Source: an optimization exercise on an open RTL-to-GDS flow (aim: small area and a short achievable clock period). Production flows keep margins and buffers that such runs may drop. No run shown here included a check of the RTL's function; only the layout flow was run.

==> flow/design.v, too long to show whole: its modules and the start of the top module <==
// module dds_gain_decimator: 830 lines
module dds_gain_decimator (
  input  logic        clock,
  input  logic        reset,
  input  logic        io_en,
  input  logic [31:0] io_in_value,
  input  logic [15:0] io_gain,
  input  logic [7:0]  io_decim,
  output logic        io_out_valid,
  output logic [31:0] io_out_bits,
  input  logic        io_out_ready,
  output logic [3:0]  io_level,
  output logic [15:0] io_overflow_cnt
);
  // ...
==> flow/run.sh <==
#!/bin/bash
# synth_recipe.tcl (not shown) runs the flow's synth.tcl, then flattens the netlist and writes it again
# the make line also repeats each setting of config.mk as NAME=value (left out here)
make -C /OpenROAD-flow-scripts/flow DESIGN_CONFIG=/design/flow/config.mk WORK_HOME=/design/flow/orfs CLKGATE_MAP_FILE= SYNTH_SCRIPT=/design/flow/synth_recipe.tcl finish
==> flow/config.mk <==
export PLATFORM = sky130hd
export DESIGN_NAME = dds_gain_decimator
export DESIGN_NICKNAME = dds_gain_decimator
export VERILOG_FILES = /design/flow/design.v
export SDC_FILE = /design/flow/constraint.sdc
export NUM_CORES = 4
export LEC_CHECK = 0
export CAP_MARGIN = 20
export CORE_MARGIN = 2
export CORE_UTILIZATION = 40
export SLEW_MARGIN = 20
==> flow/constraint.sdc <==
create_clock -name core_clock -period 8.0 [get_ports {clock}]
set_input_delay 1.6000 -clock core_clock [delete_from_list [all_inputs] [get_ports {clock}]]
set_output_delay 1.6000 -clock core_clock [all_outputs]
set_load 0.01 [all_outputs]
==> impl_metrics.toml, run 1 <==
[die]
rows = 95
start_util = 0.403
pin_count = 113

[sta]
post-route-period-util = 0.479
tightest_slew_ns = 1.11

[synth]
synthAdderAreaFrac = 0.186
async_reset_ff_frac = 0.123
synth.area.top_cells = "edfxtp_1 29%, fa_1 13%, dfxtp_1 10%, a22oi_1 8.1%, xor2_1 6.2%"
ys_types = 72
ys_seq_elements = 448

[outcome]
status = "no timing/DRC/antenna violations"

[clock_tree]
clock-sinks = 448
cts_resized = 0
htree_levels = 2
clock_latency_ns = 0.60

[global_routing]
grt-busiest-layer = "met2"
overflow = 0
grt_pass1_wl_mm = 107
use_met3 = 0.0334
grt_pass1_vias = 18800
use_met1 = 0.265

[final_layout]
multi_input_area_share = 0.450
clockBufferCount = 59
layout.nets = 2645
final_common_cell = "a22oi_1"
finalInstanceArea_um2 = 30100
regMostFlops = "mem"
top_regs = "mem: 224 flops, c_q: 39 flops, s_q: 39 flops"

[route]
routedWlPerCell_um = 21.0

[setup_path]
ff2ff_setup_slack_ns = 4.17
r2r_cells = 9
startpoint = "bn[1]"

[place]
gp_congestion = 0.874
io_buffers = 112
dp_slack_ns = 3.64
==> run 2: changes to the inputs <==
==> flow/design.v (replaced) <==
module dds_gain_decimator (
  input  logic        clock,
  input  logic        reset,
  input  logic        io_en,
  input  logic [31:0] io_in_value,
  input  logic [15:0] io_gain,
  input  logic [7:0]  io_decim,
  output logic        io_out_valid,
  output logic [31:0] io_out_bits,
  input  logic        io_out_ready,
  output logic [3:0]  io_level,
  output logic [15:0] io_overflow_cnt
);
  logic [31:0] a_q;
  logic [7:0]  bn, bo, bt;
  logic        amin_q, gmin_q;
  logic        v1;
  always_ff @(posedge clock) begin
    a_q <= io_in_value;
    for (int j = 0; j < 8; j++) begin
      bn[j] <= io_gain[2*j+1];
      bo[j] <= io_gain[2*j] ^ ((j == 0) ? 1'b0 : io_gain[2*j-1]);
      bt[j] <= io_gain[2*j+1] ? (!io_gain[2*j] && ((j == 0) ? 1'b1 : !io_gain[2*j-1]))
                              : ( io_gain[2*j] && ((j == 0) ? 1'b0 :  io_gain[2*j-1]));
    end
    amin_q <= (io_in_value == 32'h8000_0000);
    gmin_q <= (io_gain == 16'h8000);
  end
  always_ff @(posedge clock or negedge reset) begin
    if (!reset) v1 <= 1'b0;
    else        v1 <= io_en;
  end
  logic [31:0] a;
  assign a = {a_q[31:1], a_q[0] | (amin_q && gmin_q)};
  wire pp0_0 = ((bo[0] & a[0]) | (bt[0] & 1'b0)) ^ bn[0];
  wire pp0_1 = ((bo[0] & a[1]) | (bt[0] & a[0])) ^ bn[0];
  wire pp0_2 = ((bo[0] & a[2]) | (bt[0] & a[1])) ^ bn[0];
  wire pp0_3 = ((bo[0] & a[3]) | (bt[0] & a[2])) ^ bn[0];
  wire pp0_4 = ((bo[0] & a[4]) | (bt[0] & a[3])) ^ bn[0];
  wire pp0_5 = ((bo[0] & a[5]) | (bt[0] & a[4])) ^ bn[0];
  wire pp0_6 = ((bo[0] & a[6]) | (bt[0] & a[5])) ^ bn[0];
  wire pp0_7 = ((bo[0] & a[7]) | (bt[0] & a[6])) ^ bn[0];
  wire pp0_8 = ((bo[0] & a[8]) | (bt[0] & a[7])) ^ bn[0];
  wire pp0_9 = ((bo[0] & a[9]) | (bt[0] & a[8])) ^ bn[0];
  wire pp0_10 = ((bo[0] & a[10]) | (bt[0] & a[9])) ^ bn[0];
  wire pp0_11 = ((bo[0] & a[11]) | (bt[0] & a[10])) ^ bn[0];
  wire pp0_12 = ((bo[0] & a[12]) | (bt[0] & a[11])) ^ bn[0];
  wire pp0_13 = ((bo[0] & a[13]) | (bt[0] & a[12])) ^ bn[0];
  wire pp0_14 = ((bo[0] & a[14]) | (bt[0] & a[13])) ^ bn[0];
  wire pp0_15 = ((bo[0] & a[15]) | (bt[0] & a[14])) ^ bn[0];
  wire pp0_16 = ((bo[0] & a[16]) | (bt[0] & a[15])) ^ bn[0];
  wire pp0_17 = ((bo[0] & a[17]) | (bt[0] & a[16])) ^ bn[0];
  wire pp0_18 = ((bo[0] & a[18]) | (bt[0] & a[17])) ^ bn[0];
  wire pp0_19 = ((bo[0] & a[19]) | (bt[0] & a[18])) ^ bn[0];
  wire pp0_20 = ((bo[0] & a[20]) | (bt[0] & a[19])) ^ bn[0];
  wire pp0_21 = ((bo[0] & a[21]) | (bt[0] & a[20])) ^ bn[0];
  wire pp0_22 = ((bo[0] & a[22]) | (bt[0] & a[21])) ^ bn[0];
  wire pp0_23 = ((bo[0] & a[23]) | (bt[0] & a[22])) ^ bn[0];
  wire pp0_24 = ((bo[0] & a[24]) | (bt[0] & a[23])) ^ bn[0];
  wire pp0_25 = ((bo[0] & a[25]) | (bt[0] & a[24])) ^ bn[0];
  wire pp0_26 = ((bo[0] & a[26]) | (bt[0] & a[25])) ^ bn[0];
  wire pp0_27 = ((bo[0] & a[27]) | (bt[0] & a[26])) ^ bn[0];
  wire pp0_28 = ((bo[0] & a[28]) | (bt[0] & a[27])) ^ bn[0];
  wire pp0_29 = ((bo[0] & a[29]) | (bt[0] & a[28])) ^ bn[0];
  wire pp0_30 = ((bo[0] & a[30]) | (bt[0] & a[29])) ^ bn[0];
  wire pp0_31 = ((bo[0] & a[31]) | (bt[0] & a[30])) ^ bn[0];
  wire pp0_32 = ((bo[0] & a[31]) | (bt[0] & a[31])) ^ bn[0];
  wire pp1_0 = ((bo[1] & a[0]) | (bt[1] & 1'b0)) ^ bn[1];
  wire pp1_1 = ((bo[1] & a[1]) | (bt[1] & a[0])) ^ bn[1];
  wire pp1_2 = ((bo[1] & a[2]) | (bt[1] & a[1])) ^ bn[1];
  wire pp1_3 = ((bo[1] & a[3]) | (bt[1] & a[2])) ^ bn[1];
  wire pp1_4 = ((bo[1] & a[4]) | (bt[1] & a[3])) ^ bn[1];
  wire pp1_5 = ((bo[1] & a[5]) | (bt[1] & a[4])) ^ bn[1];
  wire pp1_6 = ((bo[1] & a[6]) | (bt[1] & a[5])) ^ bn[1];
  wire pp1_7 = ((bo[1] & a[7]) | (bt[1] & a[6])) ^ bn[1];
  wire pp1_8 = ((bo[1] & a[8]) | (bt[1] & a[7])) ^ bn[1];
  wire pp1_9 = ((bo[1] & a[9]) | (bt[1] & a[8])) ^ bn[1];
  wire pp1_10 = ((bo[1] & a[10]) | (bt[1] & a[9])) ^ bn[1];
  wire pp1_11 = ((bo[1] & a[11]) | (bt[1] & a[10])) ^ bn[1];
  wire pp1_12 = ((bo[1] & a[12]) | (bt[1] & a[11])) ^ bn[1];
  wire pp1_13 = ((bo[1] & a[13]) | (bt[1] & a[12])) ^ bn[1];
  wire pp1_14 = ((bo[1] & a[14]) | (bt[1] & a[13])) ^ bn[1];
  wire pp1_15 = ((bo[1] & a[15]) | (bt[1] & a[14])) ^ bn[1];
  wire pp1_16 = ((bo[1] & a[16]) | (bt[1] & a[15])) ^ bn[1];
  wire pp1_17 = ((bo[1] & a[17]) | (bt[1] & a[16])) ^ bn[1];
  wire pp1_18 = ((bo[1] & a[18]) | (bt[1] & a[17])) ^ bn[1];
  wire pp1_19 = ((bo[1] & a[19]) | (bt[1] & a[18])) ^ bn[1];
  wire pp1_20 = ((bo[1] & a[20]) | (bt[1] & a[19])) ^ bn[1];
  wire pp1_21 = ((bo[1] & a[21]) | (bt[1] & a[20])) ^ bn[1];
  wire pp1_22 = ((bo[1] & a[22]) | (bt[1] & a[21])) ^ bn[1];
  wire pp1_23 = ((bo[1] & a[23]) | (bt[1] & a[22])) ^ bn[1];
  wire pp1_24 = ((bo[1] & a[24]) | (bt[1] & a[23])) ^ bn[1];
  wire pp1_25 = ((bo[1] & a[25]) | (bt[1] & a[24])) ^ bn[1];
  wire pp1_26 = ((bo[1] & a[26]) | (bt[1] & a[25])) ^ bn[1];
  wire pp1_27 = ((bo[1] & a[27]) | (bt[1] & a[26])) ^ bn[1];
  wire pp1_28 = ((bo[1] & a[28]) | (bt[1] & a[27])) ^ bn[1];
  wire pp1_29 = ((bo[1] & a[29]) | (bt[1] & a[28])) ^ bn[1];
  wire pp1_30 = ((bo[1] & a[30]) | (bt[1] & a[29])) ^ bn[1];
  wire pp1_31 = ((bo[1] & a[31]) | (bt[1] & a[30])) ^ bn[1];
  wire pp1_32 = ((bo[1] & a[31]) | (bt[1] & a[31])) ^ bn[1];
  wire pp2_0 = ((bo[2] & a[0]) | (bt[2] & 1'b0)) ^ bn[2];
  wire pp2_1 = ((bo[2] & a[1]) | (bt[2] & a[0])) ^ bn[2];
  wire pp2_2 = ((bo[2] & a[2]) | (bt[2] & a[1])) ^ bn[2];
  wire pp2_3 = ((bo[2] & a[3]) | (bt[2] & a[2])) ^ bn[2];
  wire pp2_4 = ((bo[2] & a[4]) | (bt[2] & a[3])) ^ bn[2];
  wire pp2_5 = ((bo[2] & a[5]) | (bt[2] & a[4])) ^ bn[2];
  wire pp2_6 = ((bo[2] & a[6]) | (bt[2] & a[5])) ^ bn[2];
  wire pp2_7 = ((bo[2] & a[7]) | (bt[2] & a[6])) ^ bn[2];
  wire pp2_8 = ((bo[2] & a[8]) | (bt[2] & a[7])) ^ bn[2];
  wire pp2_9 = ((bo[2] & a[9]) | (bt[2] & a[8])) ^ bn[2];
  wire pp2_10 = ((bo[2] & a[10]) | (bt[2] & a[9])) ^ bn[2];
  wire pp2_11 = ((bo[2] & a[11]) | (bt[2] & a[10])) ^ bn[2];
  wire pp2_12 = ((bo[2] & a[12]) | (bt[2] & a[11])) ^ bn[2];
  wire pp2_13 = ((bo[2] & a[13]) | (bt[2] & a[12])) ^ bn[2];
  wire pp2_14 = ((bo[2] & a[14]) | (bt[2] & a[13])) ^ bn[2];
  wire pp2_15 = ((bo[2] & a[15]) | (bt[2] & a[14])) ^ bn[2];
  wire pp2_16 = ((bo[2] & a[16]) | (bt[2] & a[15])) ^ bn[2];
  wire pp2_17 = ((bo[2] & a[17]) | (bt[2] & a[16])) ^ bn[2];
  wire pp2_18 = ((bo[2] & a[18]) | (bt[2] & a[17])) ^ bn[2];
  wire pp2_19 = ((bo[2] & a[19]) | (bt[2] & a[18])) ^ bn[2];
  wire pp2_20 = ((bo[2] & a[20]) | (bt[2] & a[19])) ^ bn[2];
  wire pp2_21 = ((bo[2] & a[21]) | (bt[2] & a[20])) ^ bn[2];
  wire pp2_22 = ((bo[2] & a[22]) | (bt[2] & a[21])) ^ bn[2];
  wire pp2_23 = ((bo[2] & a[23]) | (bt[2] & a[22])) ^ bn[2];
  wire pp2_24 = ((bo[2] & a[24]) | (bt[2] & a[23])) ^ bn[2];
  wire pp2_25 = ((bo[2] & a[25]) | (bt[2] & a[24])) ^ bn[2];
  wire pp2_26 = ((bo[2] & a[26]) | (bt[2] & a[25])) ^ bn[2];
  wire pp2_27 = ((bo[2] & a[27]) | (bt[2] & a[26])) ^ bn[2];
  wire pp2_28 = ((bo[2] & a[28]) | (bt[2] & a[27])) ^ bn[2];
  wire pp2_29 = ((bo[2] & a[29]) | (bt[2] & a[28])) ^ bn[2];
  wire pp2_30 = ((bo[2] & a[30]) | (bt[2] & a[29])) ^ bn[2];
  wire pp2_31 = ((bo[2] & a[31]) | (bt[2] & a[30])) ^ bn[2];
  wire pp2_32 = ((bo[2] & a[31]) | (bt[2] & a[31])) ^ bn[2];
  wire pp3_0 = ((bo[3] & a[0]) | (bt[3] & 1'b0)) ^ bn[3];
  wire pp3_1 = ((bo[3] & a[1]) | (bt[3] & a[0])) ^ bn[3];
  wire pp3_2 = ((bo[3] & a[2]) | (bt[3] & a[1])) ^ bn[3];
  wire pp3_3 = ((bo[3] & a[3]) | (bt[3] & a[2])) ^ bn[3];
  wire pp3_4 = ((bo[3] & a[4]) | (bt[3] & a[3])) ^ bn[3];
  wire pp3_5 = ((bo[3] & a[5]) | (bt[3] & a[4])) ^ bn[3];
  wire pp3_6 = ((bo[3] & a[6]) | (bt[3] & a[5])) ^ bn[3];
  wire pp3_7 = ((bo[3] & a[7]) | (bt[3] & a[6])) ^ bn[3];
  wire pp3_8 = ((bo[3] & a[8]) | (bt[3] & a[7])) ^ bn[3];
  wire pp3_9 = ((bo[3] & a[9]) | (bt[3] & a[8])) ^ bn[3];
  wire pp3_10 = ((bo[3] & a[10]) | (bt[3] & a[9])) ^ bn[3];
  wire pp3_11 = ((bo[3] & a[11]) | (bt[3] & a[10])) ^ bn[3];
  wire pp3_12 = ((bo[3] & a[12]) | (bt[3] & a[11])) ^ bn[3];
  wire pp3_13 = ((bo[3] & a[13]) | (bt[3] & a[12])) ^ bn[3];
  wire pp3_14 = ((bo[3] & a[14]) | (bt[3] & a[13])) ^ bn[3];
  wire pp3_15 = ((bo[3] & a[15]) | (bt[3] & a[14])) ^ bn[3];
  wire pp3_16 = ((bo[3] & a[16]) | (bt[3] & a[15])) ^ bn[3];
  wire pp3_17 = ((bo[3] & a[17]) | (bt[3] & a[16])) ^ bn[3];
  wire pp3_18 = ((bo[3] & a[18]) | (bt[3] & a[17])) ^ bn[3];
  wire pp3_19 = ((bo[3] & a[19]) | (bt[3] & a[18])) ^ bn[3];
  wire pp3_20 = ((bo[3] & a[20]) | (bt[3] & a[19])) ^ bn[3];
  wire pp3_21 = ((bo[3] & a[21]) | (bt[3] & a[20])) ^ bn[3];
  wire pp3_22 = ((bo[3] & a[22]) | (bt[3] & a[21])) ^ bn[3];
  wire pp3_23 = ((bo[3] & a[23]) | (bt[3] & a[22])) ^ bn[3];
  wire pp3_24 = ((bo[3] & a[24]) | (bt[3] & a[23])) ^ bn[3];
  wire pp3_25 = ((bo[3] & a[25]) | (bt[3] & a[24])) ^ bn[3];
  wire pp3_26 = ((bo[3] & a[26]) | (bt[3] & a[25])) ^ bn[3];
  wire pp3_27 = ((bo[3] & a[27]) | (bt[3] & a[26])) ^ bn[3];
  wire pp3_28 = ((bo[3] & a[28]) | (bt[3] & a[27])) ^ bn[3];
  wire pp3_29 = ((bo[3] & a[29]) | (bt[3] & a[28])) ^ bn[3];
  wire pp3_30 = ((bo[3] & a[30]) | (bt[3] & a[29])) ^ bn[3];
  wire pp3_31 = ((bo[3] & a[31]) | (bt[3] & a[30])) ^ bn[3];
  wire pp3_32 = ((bo[3] & a[31]) | (bt[3] & a[31])) ^ bn[3];
  wire pp4_0 = ((bo[4] & a[0]) | (bt[4] & 1'b0)) ^ bn[4];
  wire pp4_1 = ((bo[4] & a[1]) | (bt[4] & a[0])) ^ bn[4];
  wire pp4_2 = ((bo[4] & a[2]) | (bt[4] & a[1])) ^ bn[4];
  wire pp4_3 = ((bo[4] & a[3]) | (bt[4] & a[2])) ^ bn[4];
  wire pp4_4 = ((bo[4] & a[4]) | (bt[4] & a[3])) ^ bn[4];
  wire pp4_5 = ((bo[4] & a[5]) | (bt[4] & a[4])) ^ bn[4];
  wire pp4_6 = ((bo[4] & a[6]) | (bt[4] & a[5])) ^ bn[4];
  wire pp4_7 = ((bo[4] & a[7]) | (bt[4] & a[6])) ^ bn[4];
  wire pp4_8 = ((bo[4] & a[8]) | (bt[4] & a[7])) ^ bn[4];
  wire pp4_9 = ((bo[4] & a[9]) | (bt[4] & a[8])) ^ bn[4];
  wire pp4_10 = ((bo[4] & a[10]) | (bt[4] & a[9])) ^ bn[4];
  wire pp4_11 = ((bo[4] & a[11]) | (bt[4] & a[10])) ^ bn[4];
  wire pp4_12 = ((bo[4] & a[12]) | (bt[4] & a[11])) ^ bn[4];
  wire pp4_13 = ((bo[4] & a[13]) | (bt[4] & a[12])) ^ bn[4];
  wire pp4_14 = ((bo[4] & a[14]) | (bt[4] & a[13])) ^ bn[4];
  wire pp4_15 = ((bo[4] & a[15]) | (bt[4] & a[14])) ^ bn[4];
  wire pp4_16 = ((bo[4] & a[16]) | (bt[4] & a[15])) ^ bn[4];
  wire pp4_17 = ((bo[4] & a[17]) | (bt[4] & a[16])) ^ bn[4];
  wire pp4_18 = ((bo[4] & a[18]) | (bt[4] & a[17])) ^ bn[4];
  wire pp4_19 = ((bo[4] & a[19]) | (bt[4] & a[18])) ^ bn[4];
  wire pp4_20 = ((bo[4] & a[20]) | (bt[4] & a[19])) ^ bn[4];
  wire pp4_21 = ((bo[4] & a[21]) | (bt[4] & a[20])) ^ bn[4];
  wire pp4_22 = ((bo[4] & a[22]) | (bt[4] & a[21])) ^ bn[4];
  wire pp4_23 = ((bo[4] & a[23]) | (bt[4] & a[22])) ^ bn[4];
  wire pp4_24 = ((bo[4] & a[24]) | (bt[4] & a[23])) ^ bn[4];
  wire pp4_25 = ((bo[4] & a[25]) | (bt[4] & a[24])) ^ bn[4];
  wire pp4_26 = ((bo[4] & a[26]) | (bt[4] & a[25])) ^ bn[4];
  wire pp4_27 = ((bo[4] & a[27]) | (bt[4] & a[26])) ^ bn[4];
  wire pp4_28 = ((bo[4] & a[28]) | (bt[4] & a[27])) ^ bn[4];
  wire pp4_29 = ((bo[4] & a[29]) | (bt[4] & a[28])) ^ bn[4];
  wire pp4_30 = ((bo[4] & a[30]) | (bt[4] & a[29])) ^ bn[4];
  wire pp4_31 = ((bo[4] & a[31]) | (bt[4] & a[30])) ^ bn[4];
  wire pp4_32 = ((bo[4] & a[31]) | (bt[4] & a[31])) ^ bn[4];
  wire pp5_0 = ((bo[5] & a[0]) | (bt[5] & 1'b0)) ^ bn[5];
  wire pp5_1 = ((bo[5] & a[1]) | (bt[5] & a[0])) ^ bn[5];
  wire pp5_2 = ((bo[5] & a[2]) | (bt[5] & a[1])) ^ bn[5];
  wire pp5_3 = ((bo[5] & a[3]) | (bt[5] & a[2])) ^ bn[5];
  wire pp5_4 = ((bo[5] & a[4]) | (bt[5] & a[3])) ^ bn[5];
  wire pp5_5 = ((bo[5] & a[5]) | (bt[5] & a[4])) ^ bn[5];
  wire pp5_6 = ((bo[5] & a[6]) | (bt[5] & a[5])) ^ bn[5];
  wire pp5_7 = ((bo[5] & a[7]) | (bt[5] & a[6])) ^ bn[5];
  wire pp5_8 = ((bo[5] & a[8]) | (bt[5] & a[7])) ^ bn[5];
  wire pp5_9 = ((bo[5] & a[9]) | (bt[5] & a[8])) ^ bn[5];
  wire pp5_10 = ((bo[5] & a[10]) | (bt[5] & a[9])) ^ bn[5];
  wire pp5_11 = ((bo[5] & a[11]) | (bt[5] & a[10])) ^ bn[5];
  wire pp5_12 = ((bo[5] & a[12]) | (bt[5] & a[11])) ^ bn[5];
  wire pp5_13 = ((bo[5] & a[13]) | (bt[5] & a[12])) ^ bn[5];
  wire pp5_14 = ((bo[5] & a[14]) | (bt[5] & a[13])) ^ bn[5];
  wire pp5_15 = ((bo[5] & a[15]) | (bt[5] & a[14])) ^ bn[5];
  wire pp5_16 = ((bo[5] & a[16]) | (bt[5] & a[15])) ^ bn[5];
  wire pp5_17 = ((bo[5] & a[17]) | (bt[5] & a[16])) ^ bn[5];
  wire pp5_18 = ((bo[5] & a[18]) | (bt[5] & a[17])) ^ bn[5];
  wire pp5_19 = ((bo[5] & a[19]) | (bt[5] & a[18])) ^ bn[5];
  wire pp5_20 = ((bo[5] & a[20]) | (bt[5] & a[19])) ^ bn[5];
  wire pp5_21 = ((bo[5] & a[21]) | (bt[5] & a[20])) ^ bn[5];
  wire pp5_22 = ((bo[5] & a[22]) | (bt[5] & a[21])) ^ bn[5];
  wire pp5_23 = ((bo[5] & a[23]) | (bt[5] & a[22])) ^ bn[5];
  wire pp5_24 = ((bo[5] & a[24]) | (bt[5] & a[23])) ^ bn[5];
  wire pp5_25 = ((bo[5] & a[25]) | (bt[5] & a[24])) ^ bn[5];
  wire pp5_26 = ((bo[5] & a[26]) | (bt[5] & a[25])) ^ bn[5];
  wire pp5_27 = ((bo[5] & a[27]) | (bt[5] & a[26])) ^ bn[5];
  wire pp5_28 = ((bo[5] & a[28]) | (bt[5] & a[27])) ^ bn[5];
  wire pp5_29 = ((bo[5] & a[29]) | (bt[5] & a[28])) ^ bn[5];
  wire pp5_30 = ((bo[5] & a[30]) | (bt[5] & a[29])) ^ bn[5];
  wire pp5_31 = ((bo[5] & a[31]) | (bt[5] & a[30])) ^ bn[5];
  wire pp5_32 = ((bo[5] & a[31]) | (bt[5] & a[31])) ^ bn[5];
  wire pp6_0 = ((bo[6] & a[0]) | (bt[6] & 1'b0)) ^ bn[6];
  wire pp6_1 = ((bo[6] & a[1]) | (bt[6] & a[0])) ^ bn[6];
  wire pp6_2 = ((bo[6] & a[2]) | (bt[6] & a[1])) ^ bn[6];
  wire pp6_3 = ((bo[6] & a[3]) | (bt[6] & a[2])) ^ bn[6];
  wire pp6_4 = ((bo[6] & a[4]) | (bt[6] & a[3])) ^ bn[6];
  wire pp6_5 = ((bo[6] & a[5]) | (bt[6] & a[4])) ^ bn[6];
  wire pp6_6 = ((bo[6] & a[6]) | (bt[6] & a[5])) ^ bn[6];
  wire pp6_7 = ((bo[6] & a[7]) | (bt[6] & a[6])) ^ bn[6];
  wire pp6_8 = ((bo[6] & a[8]) | (bt[6] & a[7])) ^ bn[6];
  wire pp6_9 = ((bo[6] & a[9]) | (bt[6] & a[8])) ^ bn[6];
  wire pp6_10 = ((bo[6] & a[10]) | (bt[6] & a[9])) ^ bn[6];
  wire pp6_11 = ((bo[6] & a[11]) | (bt[6] & a[10])) ^ bn[6];
  wire pp6_12 = ((bo[6] & a[12]) | (bt[6] & a[11])) ^ bn[6];
  wire pp6_13 = ((bo[6] & a[13]) | (bt[6] & a[12])) ^ bn[6];
  wire pp6_14 = ((bo[6] & a[14]) | (bt[6] & a[13])) ^ bn[6];
  wire pp6_15 = ((bo[6] & a[15]) | (bt[6] & a[14])) ^ bn[6];
  wire pp6_16 = ((bo[6] & a[16]) | (bt[6] & a[15])) ^ bn[6];
  wire pp6_17 = ((bo[6] & a[17]) | (bt[6] & a[16])) ^ bn[6];
  wire pp6_18 = ((bo[6] & a[18]) | (bt[6] & a[17])) ^ bn[6];
  wire pp6_19 = ((bo[6] & a[19]) | (bt[6] & a[18])) ^ bn[6];
  wire pp6_20 = ((bo[6] & a[20]) | (bt[6] & a[19])) ^ bn[6];
  wire pp6_21 = ((bo[6] & a[21]) | (bt[6] & a[20])) ^ bn[6];
  wire pp6_22 = ((bo[6] & a[22]) | (bt[6] & a[21])) ^ bn[6];
  wire pp6_23 = ((bo[6] & a[23]) | (bt[6] & a[22])) ^ bn[6];
  wire pp6_24 = ((bo[6] & a[24]) | (bt[6] & a[23])) ^ bn[6];
  wire pp6_25 = ((bo[6] & a[25]) | (bt[6] & a[24])) ^ bn[6];
  wire pp6_26 = ((bo[6] & a[26]) | (bt[6] & a[25])) ^ bn[6];
  wire pp6_27 = ((bo[6] & a[27]) | (bt[6] & a[26])) ^ bn[6];
  wire pp6_28 = ((bo[6] & a[28]) | (bt[6] & a[27])) ^ bn[6];
  wire pp6_29 = ((bo[6] & a[29]) | (bt[6] & a[28])) ^ bn[6];
  wire pp6_30 = ((bo[6] & a[30]) | (bt[6] & a[29])) ^ bn[6];
  wire pp6_31 = ((bo[6] & a[31]) | (bt[6] & a[30])) ^ bn[6];
  wire pp6_32 = ((bo[6] & a[31]) | (bt[6] & a[31])) ^ bn[6];
  wire pp7_0 = ((bo[7] & a[0]) | (bt[7] & 1'b0)) ^ bn[7];
  wire pp7_1 = ((bo[7] & a[1]) | (bt[7] & a[0])) ^ bn[7];
  wire pp7_2 = ((bo[7] & a[2]) | (bt[7] & a[1])) ^ bn[7];
  wire pp7_3 = ((bo[7] & a[3]) | (bt[7] & a[2])) ^ bn[7];
  wire pp7_4 = ((bo[7] & a[4]) | (bt[7] & a[3])) ^ bn[7];
  wire pp7_5 = ((bo[7] & a[5]) | (bt[7] & a[4])) ^ bn[7];
  wire pp7_6 = ((bo[7] & a[6]) | (bt[7] & a[5])) ^ bn[7];
  wire pp7_7 = ((bo[7] & a[7]) | (bt[7] & a[6])) ^ bn[7];
  wire pp7_8 = ((bo[7] & a[8]) | (bt[7] & a[7])) ^ bn[7];
  wire pp7_9 = ((bo[7] & a[9]) | (bt[7] & a[8])) ^ bn[7];
  wire pp7_10 = ((bo[7] & a[10]) | (bt[7] & a[9])) ^ bn[7];
  wire pp7_11 = ((bo[7] & a[11]) | (bt[7] & a[10])) ^ bn[7];
  wire pp7_12 = ((bo[7] & a[12]) | (bt[7] & a[11])) ^ bn[7];
  wire pp7_13 = ((bo[7] & a[13]) | (bt[7] & a[12])) ^ bn[7];
  wire pp7_14 = ((bo[7] & a[14]) | (bt[7] & a[13])) ^ bn[7];
  wire pp7_15 = ((bo[7] & a[15]) | (bt[7] & a[14])) ^ bn[7];
  wire pp7_16 = ((bo[7] & a[16]) | (bt[7] & a[15])) ^ bn[7];
  wire pp7_17 = ((bo[7] & a[17]) | (bt[7] & a[16])) ^ bn[7];
  wire pp7_18 = ((bo[7] & a[18]) | (bt[7] & a[17])) ^ bn[7];
  wire pp7_19 = ((bo[7] & a[19]) | (bt[7] & a[18])) ^ bn[7];
  wire pp7_20 = ((bo[7] & a[20]) | (bt[7] & a[19])) ^ bn[7];
  wire pp7_21 = ((bo[7] & a[21]) | (bt[7] & a[20])) ^ bn[7];
  wire pp7_22 = ((bo[7] & a[22]) | (bt[7] & a[21])) ^ bn[7];
  wire pp7_23 = ((bo[7] & a[23]) | (bt[7] & a[22])) ^ bn[7];
  wire pp7_24 = ((bo[7] & a[24]) | (bt[7] & a[23])) ^ bn[7];
  wire pp7_25 = ((bo[7] & a[25]) | (bt[7] & a[24])) ^ bn[7];
  wire pp7_26 = ((bo[7] & a[26]) | (bt[7] & a[25])) ^ bn[7];
  wire pp7_27 = ((bo[7] & a[27]) | (bt[7] & a[26])) ^ bn[7];
  wire pp7_28 = ((bo[7] & a[28]) | (bt[7] & a[27])) ^ bn[7];
  wire pp7_29 = ((bo[7] & a[29]) | (bt[7] & a[28])) ^ bn[7];
  wire pp7_30 = ((bo[7] & a[30]) | (bt[7] & a[29])) ^ bn[7];
  wire pp7_31 = ((bo[7] & a[31]) | (bt[7] & a[30])) ^ bn[7];
  wire pp7_32 = ((bo[7] & a[31]) | (bt[7] & a[31])) ^ bn[7];
  wire hs1 = bn[5] ^ pp0_10;
  wire hc2 = bn[5] & pp0_10;
  wire hs3 = pp0_11 ^ pp1_9;
  wire hc4 = pp0_11 & pp1_9;
  wire fs5 = bn[6] ^ pp0_12 ^ pp1_10;
  wire fc6 = (bn[6] & pp0_12) | (bn[6] & pp1_10) | (pp0_12 & pp1_10);
  wire hs7 = pp2_8 ^ pp3_6;
  wire hc8 = pp2_8 & pp3_6;
  wire fs9 = pp0_13 ^ pp1_11 ^ pp2_9;
  wire fc10 = (pp0_13 & pp1_11) | (pp0_13 & pp2_9) | (pp1_11 & pp2_9);
  wire hs11 = pp3_7 ^ pp4_5;
  wire hc12 = pp3_7 & pp4_5;
  wire fs13 = bn[7] ^ pp0_14 ^ pp1_12;
  wire fc14 = (bn[7] & pp0_14) | (bn[7] & pp1_12) | (pp0_14 & pp1_12);
  wire fs15 = pp2_10 ^ pp3_8 ^ pp4_6;
  wire fc16 = (pp2_10 & pp3_8) | (pp2_10 & pp4_6) | (pp3_8 & pp4_6);
  wire hs17 = pp5_4 ^ pp6_2;
  wire hc18 = pp5_4 & pp6_2;
  wire fs19 = pp0_15 ^ pp1_13 ^ pp2_11;
  wire fc20 = (pp0_15 & pp1_13) | (pp0_15 & pp2_11) | (pp1_13 & pp2_11);
  wire fs21 = pp3_9 ^ pp4_7 ^ pp5_5;
  wire fc22 = (pp3_9 & pp4_7) | (pp3_9 & pp5_5) | (pp4_7 & pp5_5);
  wire hs23 = pp6_3 ^ pp7_1;
  wire hc24 = pp6_3 & pp7_1;
  wire fs25 = pp0_16 ^ pp1_14 ^ pp2_12;
  wire fc26 = (pp0_16 & pp1_14) | (pp0_16 & pp2_12) | (pp1_14 & pp2_12);
  wire fs27 = pp3_10 ^ pp4_8 ^ pp5_6;
  wire fc28 = (pp3_10 & pp4_8) | (pp3_10 & pp5_6) | (pp4_8 & pp5_6);
  wire hs29 = pp6_4 ^ pp7_2;
  wire hc30 = pp6_4 & pp7_2;
  wire fs31 = pp0_17 ^ pp1_15 ^ pp2_13;
  wire fc32 = (pp0_17 & pp1_15) | (pp0_17 & pp2_13) | (pp1_15 & pp2_13);
  wire fs33 = pp3_11 ^ pp4_9 ^ pp5_7;
  wire fc34 = (pp3_11 & pp4_9) | (pp3_11 & pp5_7) | (pp4_9 & pp5_7);
  wire hs35 = pp6_5 ^ pp7_3;
  wire hc36 = pp6_5 & pp7_3;
  wire fs37 = pp0_18 ^ pp1_16 ^ pp2_14;
  wire fc38 = (pp0_18 & pp1_16) | (pp0_18 & pp2_14) | (pp1_16 & pp2_14);
  wire fs39 = pp3_12 ^ pp4_10 ^ pp5_8;
  wire fc40 = (pp3_12 & pp4_10) | (pp3_12 & pp5_8) | (pp4_10 & pp5_8);
  wire hs41 = pp6_6 ^ pp7_4;
  wire hc42 = pp6_6 & pp7_4;
  wire fs43 = pp0_19 ^ pp1_17 ^ pp2_15;
  wire fc44 = (pp0_19 & pp1_17) | (pp0_19 & pp2_15) | (pp1_17 & pp2_15);
  wire fs45 = pp3_13 ^ pp4_11 ^ pp5_9;
  wire fc46 = (pp3_13 & pp4_11) | (pp3_13 & pp5_9) | (pp4_11 & pp5_9);
  wire hs47 = pp6_7 ^ pp7_5;
  wire hc48 = pp6_7 & pp7_5;
  wire fs49 = pp0_20 ^ pp1_18 ^ pp2_16;
  wire fc50 = (pp0_20 & pp1_18) | (pp0_20 & pp2_16) | (pp1_18 & pp2_16);
  wire fs51 = pp3_14 ^ pp4_12 ^ pp5_10;
  wire fc52 = (pp3_14 & pp4_12) | (pp3_14 & pp5_10) | (pp4_12 & pp5_10);
  wire hs53 = pp6_8 ^ pp7_6;
  wire hc54 = pp6_8 & pp7_6;
  wire fs55 = pp0_21 ^ pp1_19 ^ pp2_17;
  wire fc56 = (pp0_21 & pp1_19) | (pp0_21 & pp2_17) | (pp1_19 & pp2_17);
  wire fs57 = pp3_15 ^ pp4_13 ^ pp5_11;
  wire fc58 = (pp3_15 & pp4_13) | (pp3_15 & pp5_11) | (pp4_13 & pp5_11);
  wire hs59 = pp6_9 ^ pp7_7;
  wire hc60 = pp6_9 & pp7_7;
  wire fs61 = pp0_22 ^ pp1_20 ^ pp2_18;
  wire fc62 = (pp0_22 & pp1_20) | (pp0_22 & pp2_18) | (pp1_20 & pp2_18);
  wire fs63 = pp3_16 ^ pp4_14 ^ pp5_12;
  wire fc64 = (pp3_16 & pp4_14) | (pp3_16 & pp5_12) | (pp4_14 & pp5_12);
  wire hs65 = pp6_10 ^ pp7_8;
  wire hc66 = pp6_10 & pp7_8;
  wire fs67 = pp0_23 ^ pp1_21 ^ pp2_19;
  wire fc68 = (pp0_23 & pp1_21) | (pp0_23 & pp2_19) | (pp1_21 & pp2_19);
  wire fs69 = pp3_17 ^ pp4_15 ^ pp5_13;
  wire fc70 = (pp3_17 & pp4_15) | (pp3_17 & pp5_13) | (pp4_15 & pp5_13);
  wire hs71 = pp6_11 ^ pp7_9;
  wire hc72 = pp6_11 & pp7_9;
  wire fs73 = pp0_24 ^ pp1_22 ^ pp2_20;
  wire fc74 = (pp0_24 & pp1_22) | (pp0_24 & pp2_20) | (pp1_22 & pp2_20);
  wire fs75 = pp3_18 ^ pp4_16 ^ pp5_14;
  wire fc76 = (pp3_18 & pp4_16) | (pp3_18 & pp5_14) | (pp4_16 & pp5_14);
  wire hs77 = pp6_12 ^ pp7_10;
  wire hc78 = pp6_12 & pp7_10;
  wire fs79 = pp0_25 ^ pp1_23 ^ pp2_21;
  wire fc80 = (pp0_25 & pp1_23) | (pp0_25 & pp2_21) | (pp1_23 & pp2_21);
  wire fs81 = pp3_19 ^ pp4_17 ^ pp5_15;
  wire fc82 = (pp3_19 & pp4_17) | (pp3_19 & pp5_15) | (pp4_17 & pp5_15);
  wire hs83 = pp6_13 ^ pp7_11;
  wire hc84 = pp6_13 & pp7_11;
  wire fs85 = pp0_26 ^ pp1_24 ^ pp2_22;
  wire fc86 = (pp0_26 & pp1_24) | (pp0_26 & pp2_22) | (pp1_24 & pp2_22);
  wire fs87 = pp3_20 ^ pp4_18 ^ pp5_16;
  wire fc88 = (pp3_20 & pp4_18) | (pp3_20 & pp5_16) | (pp4_18 & pp5_16);
  wire hs89 = pp6_14 ^ pp7_12;
  wire hc90 = pp6_14 & pp7_12;
  wire fs91 = pp0_27 ^ pp1_25 ^ pp2_23;
  wire fc92 = (pp0_27 & pp1_25) | (pp0_27 & pp2_23) | (pp1_25 & pp2_23);
  wire fs93 = pp3_21 ^ pp4_19 ^ pp5_17;
  wire fc94 = (pp3_21 & pp4_19) | (pp3_21 & pp5_17) | (pp4_19 & pp5_17);
  wire hs95 = pp6_15 ^ pp7_13;
  wire hc96 = pp6_15 & pp7_13;
  wire fs97 = pp0_28 ^ pp1_26 ^ pp2_24;
  wire fc98 = (pp0_28 & pp1_26) | (pp0_28 & pp2_24) | (pp1_26 & pp2_24);
  wire fs99 = pp3_22 ^ pp4_20 ^ pp5_18;
  wire fc100 = (pp3_22 & pp4_20) | (pp3_22 & pp5_18) | (pp4_20 & pp5_18);
  wire hs101 = pp6_16 ^ pp7_14;
  wire hc102 = pp6_16 & pp7_14;
  wire fs103 = pp0_29 ^ pp1_27 ^ pp2_25;
  wire fc104 = (pp0_29 & pp1_27) | (pp0_29 & pp2_25) | (pp1_27 & pp2_25);
  wire fs105 = pp3_23 ^ pp4_21 ^ pp5_19;
  wire fc106 = (pp3_23 & pp4_21) | (pp3_23 & pp5_19) | (pp4_21 & pp5_19);
  wire hs107 = pp6_17 ^ pp7_15;
  wire hc108 = pp6_17 & pp7_15;
  wire fs109 = pp0_30 ^ pp1_28 ^ pp2_26;
  wire fc110 = (pp0_30 & pp1_28) | (pp0_30 & pp2_26) | (pp1_28 & pp2_26);
  wire fs111 = pp3_24 ^ pp4_22 ^ pp5_20;
  wire fc112 = (pp3_24 & pp4_22) | (pp3_24 & pp5_20) | (pp4_22 & pp5_20);
  wire hs113 = pp6_18 ^ pp7_16;
  wire hc114 = pp6_18 & pp7_16;
  wire fs115 = pp0_31 ^ pp1_29 ^ pp2_27;
  wire fc116 = (pp0_31 & pp1_29) | (pp0_31 & pp2_27) | (pp1_29 & pp2_27);
  wire fs117 = pp3_25 ^ pp4_23 ^ pp5_21;
  wire fc118 = (pp3_25 & pp4_23) | (pp3_25 & pp5_21) | (pp4_23 & pp5_21);
  wire hs119 = pp6_19 ^ pp7_17;
  wire hc120 = pp6_19 & pp7_17;
  wire fs121 = pp1_30 ^ pp2_28 ^ pp3_26;
  wire fc122 = (pp1_30 & pp2_28) | (pp1_30 & pp3_26) | (pp2_28 & pp3_26);
  wire fs123 = pp4_24 ^ pp5_22 ^ pp6_20;
  wire fc124 = (pp4_24 & pp5_22) | (pp4_24 & pp6_20) | (pp5_22 & pp6_20);
  wire hs125 = pp7_18 ^ pp0_32;
  wire hc126 = pp7_18 & pp0_32;
  wire fs127 = pp1_31 ^ pp2_29 ^ pp3_27;
  wire fc128 = (pp1_31 & pp2_29) | (pp1_31 & pp3_27) | (pp2_29 & pp3_27);
  wire fs129 = pp4_25 ^ pp5_23 ^ pp6_21;
  wire fc130 = (pp4_25 & pp5_23) | (pp4_25 & pp6_21) | (pp5_23 & pp6_21);
  wire hs131 = pp7_19 ^ pp0_32;
  wire hc132 = pp7_19 & pp0_32;
  wire fs133 = pp2_30 ^ pp3_28 ^ pp4_26;
  wire fc134 = (pp2_30 & pp3_28) | (pp2_30 & pp4_26) | (pp3_28 & pp4_26);
  wire fs135 = pp5_24 ^ pp6_22 ^ pp7_20;
  wire fc136 = (pp5_24 & pp6_22) | (pp5_24 & pp7_20) | (pp6_22 & pp7_20);
  wire hs137 = ~pp1_32 ^ ~pp0_32;
  wire hc138 = ~pp1_32 & ~pp0_32;
  wire fs139 = 1'b1 ^ pp2_31 ^ pp3_29;
  wire fc140 = (1'b1 & pp2_31) | (1'b1 & pp3_29) | (pp2_31 & pp3_29);
  wire fs141 = pp4_27 ^ pp5_25 ^ pp6_23;
  wire fc142 = (pp4_27 & pp5_25) | (pp4_27 & pp6_23) | (pp5_25 & pp6_23);
  wire fs143 = pp3_30 ^ pp4_28 ^ pp5_26;
  wire fc144 = (pp3_30 & pp4_28) | (pp3_30 & pp5_26) | (pp4_28 & pp5_26);
  wire hs145 = 1'b1 ^ pp3_31;
  wire hc146 = 1'b1 & pp3_31;
  wire hs147 = bn[2] ^ pp0_4;
  wire hc148 = bn[2] & pp0_4;
  wire hs149 = pp0_5 ^ pp1_3;
  wire hc150 = pp0_5 & pp1_3;
  wire fs151 = bn[3] ^ pp0_6 ^ pp1_4;
  wire fc152 = (bn[3] & pp0_6) | (bn[3] & pp1_4) | (pp0_6 & pp1_4);
  wire hs153 = pp0_7 ^ pp1_5;
  wire hc154 = pp0_7 & pp1_5;
  wire fs155 = bn[4] ^ pp0_8 ^ pp1_6;
  wire fc156 = (bn[4] & pp0_8) | (bn[4] & pp1_6) | (pp0_8 & pp1_6);
  wire hs157 = pp2_4 ^ pp3_2;
  wire hc158 = pp2_4 & pp3_2;
  wire fs159 = pp0_9 ^ pp1_7 ^ pp2_5;
  wire fc160 = (pp0_9 & pp1_7) | (pp0_9 & pp2_5) | (pp1_7 & pp2_5);
  wire hs161 = pp3_3 ^ pp4_1;
  wire hc162 = pp3_3 & pp4_1;
  wire fs163 = pp1_8 ^ pp2_6 ^ pp3_4;
  wire fc164 = (pp1_8 & pp2_6) | (pp1_8 & pp3_4) | (pp2_6 & pp3_4);
  wire fs165 = pp4_2 ^ pp5_0 ^ hs1;
  wire fc166 = (pp4_2 & pp5_0) | (pp4_2 & hs1) | (pp5_0 & hs1);
  wire fs167 = pp2_7 ^ pp3_5 ^ pp4_3;
  wire fc168 = (pp2_7 & pp3_5) | (pp2_7 & pp4_3) | (pp3_5 & pp4_3);
  wire fs169 = pp5_1 ^ hc2 ^ hs3;
  wire fc170 = (pp5_1 & hc2) | (pp5_1 & hs3) | (hc2 & hs3);
  wire fs171 = pp4_4 ^ pp5_2 ^ pp6_0;
  wire fc172 = (pp4_4 & pp5_2) | (pp4_4 & pp6_0) | (pp5_2 & pp6_0);
  wire fs173 = hc4 ^ fs5 ^ hs7;
  wire fc174 = (hc4 & fs5) | (hc4 & hs7) | (fs5 & hs7);
  wire fs175 = pp5_3 ^ pp6_1 ^ fc6;
  wire fc176 = (pp5_3 & pp6_1) | (pp5_3 & fc6) | (pp6_1 & fc6);
  wire fs177 = hc8 ^ fs9 ^ hs11;
  wire fc178 = (hc8 & fs9) | (hc8 & hs11) | (fs9 & hs11);
  wire fs179 = pp7_0 ^ fc10 ^ hc12;
  wire fc180 = (pp7_0 & fc10) | (pp7_0 & hc12) | (fc10 & hc12);
  wire fs181 = fs13 ^ fs15 ^ hs17;
  wire fc182 = (fs13 & fs15) | (fs13 & hs17) | (fs15 & hs17);
  wire fs183 = fc14 ^ fc16 ^ hc18;
  wire fc184 = (fc14 & fc16) | (fc14 & hc18) | (fc16 & hc18);
  wire fs185 = fs19 ^ fs21 ^ hs23;
  wire fc186 = (fs19 & fs21) | (fs19 & hs23) | (fs21 & hs23);
  wire fs187 = fc20 ^ fc22 ^ hc24;
  wire fc188 = (fc20 & fc22) | (fc20 & hc24) | (fc22 & hc24);
  wire fs189 = fs25 ^ fs27 ^ hs29;
  wire fc190 = (fs25 & fs27) | (fs25 & hs29) | (fs27 & hs29);
  wire fs191 = fc26 ^ fc28 ^ hc30;
  wire fc192 = (fc26 & fc28) | (fc26 & hc30) | (fc28 & hc30);
  wire fs193 = fs31 ^ fs33 ^ hs35;
  wire fc194 = (fs31 & fs33) | (fs31 & hs35) | (fs33 & hs35);
  wire fs195 = fc32 ^ fc34 ^ hc36;
  wire fc196 = (fc32 & fc34) | (fc32 & hc36) | (fc34 & hc36);
  wire fs197 = fs37 ^ fs39 ^ hs41;
  wire fc198 = (fs37 & fs39) | (fs37 & hs41) | (fs39 & hs41);
  wire fs199 = fc38 ^ fc40 ^ hc42;
  wire fc200 = (fc38 & fc40) | (fc38 & hc42) | (fc40 & hc42);
  wire fs201 = fs43 ^ fs45 ^ hs47;
  wire fc202 = (fs43 & fs45) | (fs43 & hs47) | (fs45 & hs47);
  wire fs203 = fc44 ^ fc46 ^ hc48;
  wire fc204 = (fc44 & fc46) | (fc44 & hc48) | (fc46 & hc48);
  wire fs205 = fs49 ^ fs51 ^ hs53;
  wire fc206 = (fs49 & fs51) | (fs49 & hs53) | (fs51 & hs53);
  wire fs207 = fc50 ^ fc52 ^ hc54;
  wire fc208 = (fc50 & fc52) | (fc50 & hc54) | (fc52 & hc54);
  wire fs209 = fs55 ^ fs57 ^ hs59;
  wire fc210 = (fs55 & fs57) | (fs55 & hs59) | (fs57 & hs59);
  wire fs211 = fc56 ^ fc58 ^ hc60;
  wire fc212 = (fc56 & fc58) | (fc56 & hc60) | (fc58 & hc60);
  wire fs213 = fs61 ^ fs63 ^ hs65;
  wire fc214 = (fs61 & fs63) | (fs61 & hs65) | (fs63 & hs65);
  wire fs215 = fc62 ^ fc64 ^ hc66;
  wire fc216 = (fc62 & fc64) | (fc62 & hc66) | (fc64 & hc66);
  wire fs217 = fs67 ^ fs69 ^ hs71;
  wire fc218 = (fs67 & fs69) | (fs67 & hs71) | (fs69 & hs71);
  wire fs219 = fc68 ^ fc70 ^ hc72;
  wire fc220 = (fc68 & fc70) | (fc68 & hc72) | (fc70 & hc72);
  wire fs221 = fs73 ^ fs75 ^ hs77;
  wire fc222 = (fs73 & fs75) | (fs73 & hs77) | (fs75 & hs77);
  wire fs223 = fc74 ^ fc76 ^ hc78;
  wire fc224 = (fc74 & fc76) | (fc74 & hc78) | (fc76 & hc78);
  wire fs225 = fs79 ^ fs81 ^ hs83;
  wire fc226 = (fs79 & fs81) | (fs79 & hs83) | (fs81 & hs83);
  wire fs227 = fc80 ^ fc82 ^ hc84;
  wire fc228 = (fc80 & fc82) | (fc80 & hc84) | (fc82 & hc84);
  wire fs229 = fs85 ^ fs87 ^ hs89;
  wire fc230 = (fs85 & fs87) | (fs85 & hs89) | (fs87 & hs89);
  wire fs231 = fc86 ^ fc88 ^ hc90;
  wire fc232 = (fc86 & fc88) | (fc86 & hc90) | (fc88 & hc90);
  wire fs233 = fs91 ^ fs93 ^ hs95;
  wire fc234 = (fs91 & fs93) | (fs91 & hs95) | (fs93 & hs95);
  wire fs235 = fc92 ^ fc94 ^ hc96;
  wire fc236 = (fc92 & fc94) | (fc92 & hc96) | (fc94 & hc96);
  wire fs237 = fs97 ^ fs99 ^ hs101;
  wire fc238 = (fs97 & fs99) | (fs97 & hs101) | (fs99 & hs101);
  wire fs239 = fc98 ^ fc100 ^ hc102;
  wire fc240 = (fc98 & fc100) | (fc98 & hc102) | (fc100 & hc102);
  wire fs241 = fs103 ^ fs105 ^ hs107;
  wire fc242 = (fs103 & fs105) | (fs103 & hs107) | (fs105 & hs107);
  wire fs243 = fc104 ^ fc106 ^ hc108;
  wire fc244 = (fc104 & fc106) | (fc104 & hc108) | (fc106 & hc108);
  wire fs245 = fs109 ^ fs111 ^ hs113;
  wire fc246 = (fs109 & fs111) | (fs109 & hs113) | (fs111 & hs113);
  wire fs247 = fc110 ^ fc112 ^ hc114;
  wire fc248 = (fc110 & fc112) | (fc110 & hc114) | (fc112 & hc114);
  wire fs249 = fs115 ^ fs117 ^ hs119;
  wire fc250 = (fs115 & fs117) | (fs115 & hs119) | (fs117 & hs119);
  wire fs251 = fc116 ^ fc118 ^ hc120;
  wire fc252 = (fc116 & fc118) | (fc116 & hc120) | (fc118 & hc120);
  wire fs253 = fs121 ^ fs123 ^ hs125;
  wire fc254 = (fs121 & fs123) | (fs121 & hs125) | (fs123 & hs125);
  wire fs255 = fc122 ^ fc124 ^ hc126;
  wire fc256 = (fc122 & fc124) | (fc122 & hc126) | (fc124 & hc126);
  wire fs257 = fs127 ^ fs129 ^ hs131;
  wire fc258 = (fs127 & fs129) | (fs127 & hs131) | (fs129 & hs131);
  wire fs259 = fc128 ^ fc130 ^ hc132;
  wire fc260 = (fc128 & fc130) | (fc128 & hc132) | (fc130 & hc132);
  wire fs261 = fs133 ^ fs135 ^ hs137;
  wire fc262 = (fs133 & fs135) | (fs133 & hs137) | (fs135 & hs137);
  wire fs263 = pp7_21 ^ fc134 ^ fc136;
  wire fc264 = (pp7_21 & fc134) | (pp7_21 & fc136) | (fc134 & fc136);
  wire fs265 = fs139 ^ fs141 ^ hc138;
  wire fc266 = (fs139 & fs141) | (fs139 & hc138) | (fs141 & hc138);
  wire fs267 = pp6_24 ^ pp7_22 ^ ~pp2_32;
  wire fc268 = (pp6_24 & pp7_22) | (pp6_24 & ~pp2_32) | (pp7_22 & ~pp2_32);
  wire fs269 = fc140 ^ fc142 ^ fs143;
  wire fc270 = (fc140 & fc142) | (fc140 & fs143) | (fc142 & fs143);
  wire fs271 = pp4_29 ^ pp5_27 ^ pp6_25;
  wire fc272 = (pp4_29 & pp5_27) | (pp4_29 & pp6_25) | (pp5_27 & pp6_25);
  wire fs273 = pp7_23 ^ fc144 ^ hs145;
  wire fc274 = (pp7_23 & fc144) | (pp7_23 & hs145) | (fc144 & hs145);
  wire fs275 = pp4_30 ^ pp5_28 ^ pp6_26;
  wire fc276 = (pp4_30 & pp5_28) | (pp4_30 & pp6_26) | (pp5_28 & pp6_26);
  wire fs277 = pp7_24 ^ ~pp3_32 ^ hc146;
  wire fc278 = (pp7_24 & ~pp3_32) | (pp7_24 & hc146) | (~pp3_32 & hc146);
  wire fs279 = 1'b1 ^ pp4_31 ^ pp5_29;
  wire fc280 = (1'b1 & pp4_31) | (1'b1 & pp5_29) | (pp4_31 & pp5_29);
  wire hs281 = pp6_27 ^ pp7_25;
  wire hc282 = pp6_27 & pp7_25;
  wire fs283 = pp5_30 ^ pp6_28 ^ pp7_26;
  wire fc284 = (pp5_30 & pp6_28) | (pp5_30 & pp7_26) | (pp6_28 & pp7_26);
  wire hs285 = 1'b1 ^ pp5_31;
  wire hc286 = 1'b1 & pp5_31;
  wire hs287 = bn[1] ^ pp0_2;
  wire hc288 = bn[1] & pp0_2;
  wire hs289 = pp0_3 ^ pp1_1;
  wire hc290 = pp0_3 & pp1_1;
  wire fs291 = pp1_2 ^ pp2_0 ^ hs147;
  wire fc292 = (pp1_2 & pp2_0) | (pp1_2 & hs147) | (pp2_0 & hs147);
  wire fs293 = pp2_1 ^ hc148 ^ hs149;
  wire fc294 = (pp2_1 & hc148) | (pp2_1 & hs149) | (hc148 & hs149);
  wire fs295 = pp2_2 ^ pp3_0 ^ hc150;
  wire fc296 = (pp2_2 & pp3_0) | (pp2_2 & hc150) | (pp3_0 & hc150);
  wire fs297 = pp2_3 ^ pp3_1 ^ fc152;
  wire fc298 = (pp2_3 & pp3_1) | (pp2_3 & fc152) | (pp3_1 & fc152);
  wire fs299 = pp4_0 ^ hc154 ^ fs155;
  wire fc300 = (pp4_0 & hc154) | (pp4_0 & fs155) | (hc154 & fs155);
  wire fs301 = fc156 ^ hc158 ^ fs159;
  wire fc302 = (fc156 & hc158) | (fc156 & fs159) | (hc158 & fs159);
  wire fs303 = fc160 ^ hc162 ^ fs163;
  wire fc304 = (fc160 & hc162) | (fc160 & fs163) | (hc162 & fs163);
  wire fs305 = fc164 ^ fs167 ^ fc166;
  wire fc306 = (fc164 & fs167) | (fc164 & fc166) | (fs167 & fc166);
  wire fs307 = fc168 ^ fs171 ^ fc170;
  wire fc308 = (fc168 & fs171) | (fc168 & fc170) | (fs171 & fc170);
  wire fs309 = fc172 ^ fc174 ^ fs175;
  wire fc310 = (fc172 & fc174) | (fc172 & fs175) | (fc174 & fs175);
  wire fs311 = fc176 ^ fc178 ^ fs179;
  wire fc312 = (fc176 & fc178) | (fc176 & fs179) | (fc178 & fs179);
  wire fs313 = fc180 ^ fc182 ^ fs183;
  wire fc314 = (fc180 & fc182) | (fc180 & fs183) | (fc182 & fs183);
  wire fs315 = fc184 ^ fc186 ^ fs187;
  wire fc316 = (fc184 & fc186) | (fc184 & fs187) | (fc186 & fs187);
  wire fs317 = fc188 ^ fc190 ^ fs191;
  wire fc318 = (fc188 & fc190) | (fc188 & fs191) | (fc190 & fs191);
  wire fs319 = fc192 ^ fc194 ^ fs195;
  wire fc320 = (fc192 & fc194) | (fc192 & fs195) | (fc194 & fs195);
  wire fs321 = fc196 ^ fc198 ^ fs199;
  wire fc322 = (fc196 & fc198) | (fc196 & fs199) | (fc198 & fs199);
  wire fs323 = fc200 ^ fc202 ^ fs203;
  wire fc324 = (fc200 & fc202) | (fc200 & fs203) | (fc202 & fs203);
  wire fs325 = fc204 ^ fc206 ^ fs207;
  wire fc326 = (fc204 & fc206) | (fc204 & fs207) | (fc206 & fs207);
  wire fs327 = fc208 ^ fc210 ^ fs211;
  wire fc328 = (fc208 & fc210) | (fc208 & fs211) | (fc210 & fs211);
  wire fs329 = fc212 ^ fc214 ^ fs215;
  wire fc330 = (fc212 & fc214) | (fc212 & fs215) | (fc214 & fs215);
  wire fs331 = fc216 ^ fc218 ^ fs219;
  wire fc332 = (fc216 & fc218) | (fc216 & fs219) | (fc218 & fs219);
  wire fs333 = fc220 ^ fc222 ^ fs223;
  wire fc334 = (fc220 & fc222) | (fc220 & fs223) | (fc222 & fs223);
  wire fs335 = fc224 ^ fc226 ^ fs227;
  wire fc336 = (fc224 & fc226) | (fc224 & fs227) | (fc226 & fs227);
  wire fs337 = fc228 ^ fc230 ^ fs231;
  wire fc338 = (fc228 & fc230) | (fc228 & fs231) | (fc230 & fs231);
  wire fs339 = fc232 ^ fc234 ^ fs235;
  wire fc340 = (fc232 & fc234) | (fc232 & fs235) | (fc234 & fs235);
  wire fs341 = fc236 ^ fc238 ^ fs239;
  wire fc342 = (fc236 & fc238) | (fc236 & fs239) | (fc238 & fs239);
  wire fs343 = fc240 ^ fc242 ^ fs243;
  wire fc344 = (fc240 & fc242) | (fc240 & fs243) | (fc242 & fs243);
  wire fs345 = fc244 ^ fc246 ^ fs247;
  wire fc346 = (fc244 & fc246) | (fc244 & fs247) | (fc246 & fs247);
  wire fs347 = fc248 ^ fc250 ^ fs251;
  wire fc348 = (fc248 & fc250) | (fc248 & fs251) | (fc250 & fs251);
  wire fs349 = fc252 ^ fc254 ^ fs255;
  wire fc350 = (fc252 & fc254) | (fc252 & fs255) | (fc254 & fs255);
  wire fs351 = fc256 ^ fc258 ^ fs259;
  wire fc352 = (fc256 & fc258) | (fc256 & fs259) | (fc258 & fs259);
  wire fs353 = fc260 ^ fs263 ^ fc262;
  wire fc354 = (fc260 & fs263) | (fc260 & fc262) | (fs263 & fc262);
  wire fs355 = fs267 ^ fc264 ^ fs269;
  wire fc356 = (fs267 & fc264) | (fs267 & fs269) | (fc264 & fs269);
  wire fs357 = fs271 ^ fc268 ^ fc270;
  wire fc358 = (fs271 & fc268) | (fs271 & fc270) | (fc268 & fc270);
  wire fs359 = fc272 ^ fs275 ^ fc274;
  wire fc360 = (fc272 & fs275) | (fc272 & fc274) | (fs275 & fc274);
  wire fs361 = fc276 ^ fs279 ^ hs281;
  wire fc362 = (fc276 & fs279) | (fc276 & hs281) | (fs279 & hs281);
  wire fs363 = ~pp4_32 ^ fc280 ^ hc282;
  wire fc364 = (~pp4_32 & fc280) | (~pp4_32 & hc282) | (fc280 & hc282);
  wire fs365 = pp6_29 ^ pp7_27 ^ fc284;
  wire fc366 = (pp6_29 & pp7_27) | (pp6_29 & fc284) | (pp7_27 & fc284);
  wire fs367 = pp6_30 ^ pp7_28 ^ ~pp5_32;
  wire fc368 = (pp6_30 & pp7_28) | (pp6_30 & ~pp5_32) | (pp7_28 & ~pp5_32);
  wire hs369 = 1'b1 ^ pp6_31;
  wire hc370 = 1'b1 & pp6_31;
  wire [46:0] r0 = {~pp7_32, 1'b1, hc370, fc368, fc366, fc364, fc362, fc360, fc358, fc356, fc354, fc352, fc350, fc348, fc346, fc344, fc342, fc340, fc338, fc336, fc334, fc332, fc330, fc328, fc326, fc324, fc322, fc320, fc318, fc316, fc314, fc312, fc310, fc308, fc306, fc304, fc302, fc300, fc298, fc296, fc294, fc292, hc290, hc288, hs287, pp0_1, bn[0]};
  wire [46:0] r1 = {1'b0, pp7_31, pp7_30, hs369, fs367, fs365, fs363, fs361, fs359, fs357, fs355, fs353, fs351, fs349, fs347, fs345, fs343, fs341, fs339, fs337, fs335, fs333, fs331, fs329, fs327, fs325, fs323, fs321, fs319, fs317, fs315, fs313, fs311, fs309, fs307, fs305, fs303, fs301, fs299, fs297, fs295, fs293, fs291, hs289, pp1_0, 1'b0, pp0_0};
  wire [46:0] r2 = {1'b0, 1'b0, ~pp6_32, pp7_29, hc286, hs285, fs283, fc278, fs277, fs273, fc266, fs265, fs261, fs257, fs253, fs249, fs245, fs241, fs237, fs233, fs229, fs225, fs221, fs217, fs213, fs209, fs205, fs201, fs197, fs193, fs189, fs185, fs181, fs177, fs173, fs169, fs165, hs161, hs157, hs153, fs151, 1'b0, 1'b0, 1'b0, 1'b0, 1'b0, 1'b0};
  localparam int LOW = 6;
  logic [LOW:0] low_sum;
  assign low_sum = {1'b0, r0[LOW-1:0]} + {1'b0, r1[LOW-1:0]};
  logic [7:0] cnt, d_q;
  logic       cnt_zero, emit;
  assign cnt_zero = (cnt == 8'd0);
  assign emit = v1 && (cnt_zero ? (io_decim == 8'd0) : (cnt == d_q));
  always_ff @(posedge clock or negedge reset) begin
    if (!reset) begin
      cnt <= '0;
      d_q <= '0;
    end else if (v1) begin
      if (cnt_zero) d_q <= io_decim;
      cnt <= emit ? 8'd0 : cnt + 8'd1;
    end
  end
  logic [46:LOW] s_q, c_q, t_q;
  logic          ci_q;
  logic        dec_valid;
  always_ff @(posedge clock) begin
    s_q  <= r0[46:LOW];
    c_q  <= r1[46:LOW];
    t_q  <= r2[46:LOW];
    ci_q <= low_sum[LOW];
  end
  always_ff @(posedge clock or negedge reset) begin
    if (!reset) dec_valid <= 1'b0;
    else        dec_valid <= emit;
  end
  logic [46:LOW] dec_full;
  logic [31:0]   dec;
  logic [46:LOW] fa_s, fa_c;
  assign fa_s = s_q ^ c_q ^ t_q;
  assign fa_c = (s_q & c_q) | (s_q & t_q) | (c_q & t_q);
  assign dec_full = fa_s + {fa_c[45:LOW], ci_q};
  assign dec = dec_full[46:15];
  logic [31:0] h_q;
  logic [31:0] mem [7];
  logic [6:0]  rd, wr;
  logic [3:0]  level;
  logic        empty, le1, full;
  logic [31:0] m_rd;
  assign m_rd = (mem[0] & {32{rd[0]}}) | (mem[1] & {32{rd[1]}}) |
                (mem[2] & {32{rd[2]}}) | (mem[3] & {32{rd[3]}}) |
                (mem[4] & {32{rd[4]}}) | (mem[5] & {32{rd[5]}}) |
                (mem[6] & {32{rd[6]}});
  logic ready;
  assign ready = io_out_ready;
  logic [3:0] lvl_r, lvl_n, level_nx;
  assign lvl_r = level + {3'd0, dec_valid} - {3'd0, !empty};
  assign lvl_n = level + {3'd0, dec_valid && !full};
  assign level_nx = ready ? lvl_r : lvl_n;
  logic m_push, m_pop, m_we, h_dec;
  assign h_dec  = ready ? le1 : empty;
  assign m_push = dec_valid && (ready ? !le1 : (!empty && !full));
  assign m_pop  = ready && !le1;
  assign m_we   = ready || !full;
  always_ff @(posedge clock) begin
    for (int i = 0; i < 7; i++)
      if (m_we && wr[i]) mem[i] <= dec;
    if (h_dec)      h_q <= dec;
    else if (ready) h_q <= m_rd;
  end
  always_ff @(posedge clock or negedge reset) begin
    if (!reset) begin
      rd    <= 7'd1;
      wr    <= 7'd1;
      level <= '0;
      empty <= 1'b1;
      le1   <= 1'b1;
      full  <= 1'b0;
      io_overflow_cnt <= '0;
    end else begin
      if (m_push) wr <= {wr[5:0], wr[6]};
      if (m_pop)  rd <= {rd[5:0], rd[6]};
      level <= level_nx;
      empty <= (level_nx == 4'd0);
      le1   <= (level_nx <= 4'd1);
      full  <= (level_nx == 4'd8);
      if (dec_valid && full && !ready && io_overflow_cnt != 16'hFFFF)
        io_overflow_cnt <= io_overflow_cnt + 16'd1;
    end
  end
  assign io_out_valid = !empty;
  assign io_out_bits  = h_q;
  assign io_level     = level;
endmodule
--- a/flow/config.mk
+++ b/flow/config.mk
@@ -10,2 +10,3 @@
 export CORE_UTILIZATION = 40
+export SETUP_SLACK_MARGIN = 5.0
 export SLEW_MARGIN = 20
==> run 2 against run 1 <==
Still clean. Critical path depth increased by 6. Cell area is 6.8% higher. Worst hold slack worse by 0.0094 ns.
==> impl_metrics.toml, run 2 <==
[outcome]
status = "no timing/DRC/antenna violations"

[clock_tree]
clkSlewWorstSetupHoldPaths_ns = 0.06
cts_tree = "built"
clockRootBuffer = "clkbuf_16"
htree_levels = 2
clock_latency_ns = 0.63
clock-sinks = 489
cts_made_buffers = 50

[place]
gp_congestion = 0.837
hpwl_mm = 42.2
io_buffers = 112

[final_layout]
largest_reg_flops = 224
final_util = 0.480
top_regs = "mem: 224 flops, c_q: 40 flops, s_q: 40 flops"
nFillCells = 5859
layout.nets = 2599
final_common_cell = "a22oi_1"
seq_area_um2 = 12700
layout-drive-gt1-share = 0.172
multi_input_area_um2 = 14000
area_growth_syn_to_layout_pct = 19.0
regMostFlops = "mem"

[setup_path]
startpoint = "t_q[2]"
crit_fanout = 8
cp-start-kind = "register"
reg2reg_from = "t_q[2]"
required_ns = 8.38
worstSetupPathType = "reg2reg"
end_kind = "register"
critPathArrivalTime_ns = 3.71

[route]
via_per_inst = 5.56
vias = 17600
routedWlPerCell_um = 21.8
firstDrtPassIters = 6
drt_iter0_drc = 1358
drc = 0

[global_routing]
grt_pass1_vias = 18900
overflow = 0
grt_pass1_wl_mm = 108
track_usage = 0.196

[synth]
synth.area.top_cells = "edfxtp_1 29%, fa_1 14%, dfxtp_1 13%, a22oi_1 7.4%, xnor2_1 7.3%"
netlist_instances = 2165
synth_edf_count = 256
synth_common_cells = "265 x a22oi_1, 256 x edfxtp_1, 226 x xnor2_1"
ys_types = 76
postSynthAreaPerCell_um2 = 12.5
synth_top_area_frac = 0.285
synth.most_common_cell = "a22oi_1"
synth.cell_area_um2 = 27000
ys_seq_elements = 489
synth_nets = 2514
async_reset_ff_frac = 0.112

[sta]
fmax_mhz = 301
setup_viol = 0
hold_viol = 0
post-route-period-util = 0.416
slew_viol_final = 0
tightest_slew_ns = 0.920
period_minus_slack_ns = 3.33
rsz0062_at_grt = "true"

[die]
rows = 95
die_w_um = 264
start_util = 0.403
pin_count = 113
die_area_um2 = 69500

[job]
max-cap-violations = 0

[worst_hold_path]
hold_path.class = "reg2reg"
hold_start = "io_overflow_cnt[8]"
[run 2: worst max-delay path: stages (launching register included)]
cell	delay [ns]
dfxtp_2	0.32
inv_2	0.04
fa_1	0.55
inv_2	0.05
ha_4	0.28
nand4_1	0.18
a21oi_4	0.33
buf_4	0.17
o21ai_2	0.07
a21oi_2	0.23
o21ai_2	0.12
a21oi_2	0.17
a211oi_2	0.08
xnor2_2	0.16
buf_4	0.17
o21a_1	0.18
[run 2: cell type report]
class	instances	area share
clock buffers	65	0.0430
clock inverters	27	0.00951
inverters	142	0.0167
multi-input cells	1343	0.437
flip-flops and latches	489	0.395
well taps	873	0.0340
repair buffers	224	0.0651
[run 2: layer usage]
layer / part of all wire / routed length [um] / global-route usage
met1: 0.43 / 29600 / 0.263
met2: 0.47 / 32600 / 0.321
met3: 0.067 / 4630 / 0.0338
met4: 0.030 / 2050 / 0.0686
met5: 0 / 0 / 0
[run 2: worst paths after layout]
path,cells after the start,to,slack (ns)
min reg2reg,1,io_overflow_cnt[8],0.51
max reg2reg,15,h_q[17],4.67
min in group asynchronous,2,io_overflow_cnt[11],1.11
max,15,h_q[17],4.67
max in group asynchronous,2,rd[6],6.37
min,1,io_overflow_cnt[8],0.51
[run 2: repair_timing]
action,4_1_cts,5_1_grt
gates resized for setup,191,83
pin swaps,55,50
hold endpoints to repair,0,0
setup buffers,53,35
cloned,1,0
setup endpoints to repair,569,241
[run 2: cells by family (layout without fill, tap and decap cells)]
logic type	Yosys count	count (layout)	share of synthesized area
simple gates	195	196	0.0378
buf+inv	334	458	0.0474
fa+ha+maj	289	289	0.186
compound gates	498	498	0.140
xor+xnor	327	327	0.106
mux	33	33	0.0137
flops	489	489	0.468
[run 2: stage by stage]
| stage | hold WS (ns) | setup slack, ns | instance area (um2) |
|---|---|---|---|
| finish | 0.508 | 4.67 | 32100 |
| global route | 0.529 | 4.53 | 32100 |
| CTS | 0.517 | 4.67 | 31500 |
| detailed placement | 0.504 | 4.02 | 28700 |
| global placement | 0.488 | 4.07 | 28700 |
| floorplan | 0.489 | 5.01 | 27000 |

## static timing again, ports no longer ideal
The flow's constraints put no driver on any port. The routed layouts listed below were extracted and timed again, unchanged, in two steps.
Step 1, drivers: a clkbuf_16 drives clock and a buf_2 each remaining input, both assumed.
Step 2 also shifts input and output timing later by t, the mid clock arrival at the registers, as if the neighbouring blocks saw the same clock.
a / b / c = no drivers / after step 1 / after step 2; a / b = the first two.
run | shift t [ns] | setup WS [ns] | worst data-port slew with drivers (ns)
run 1 | 0.641 | 4.172 / 4.172 / 3.700 | 0.05
run 2 | 0.671 | 4.674 / 4.674 / 4.313 | 0.04
After both steps every run listed still meets setup and hold. The setup slack of run 1, which loses most, moves by 0.000 ns with the drivers and by -0.472 ns with both steps.
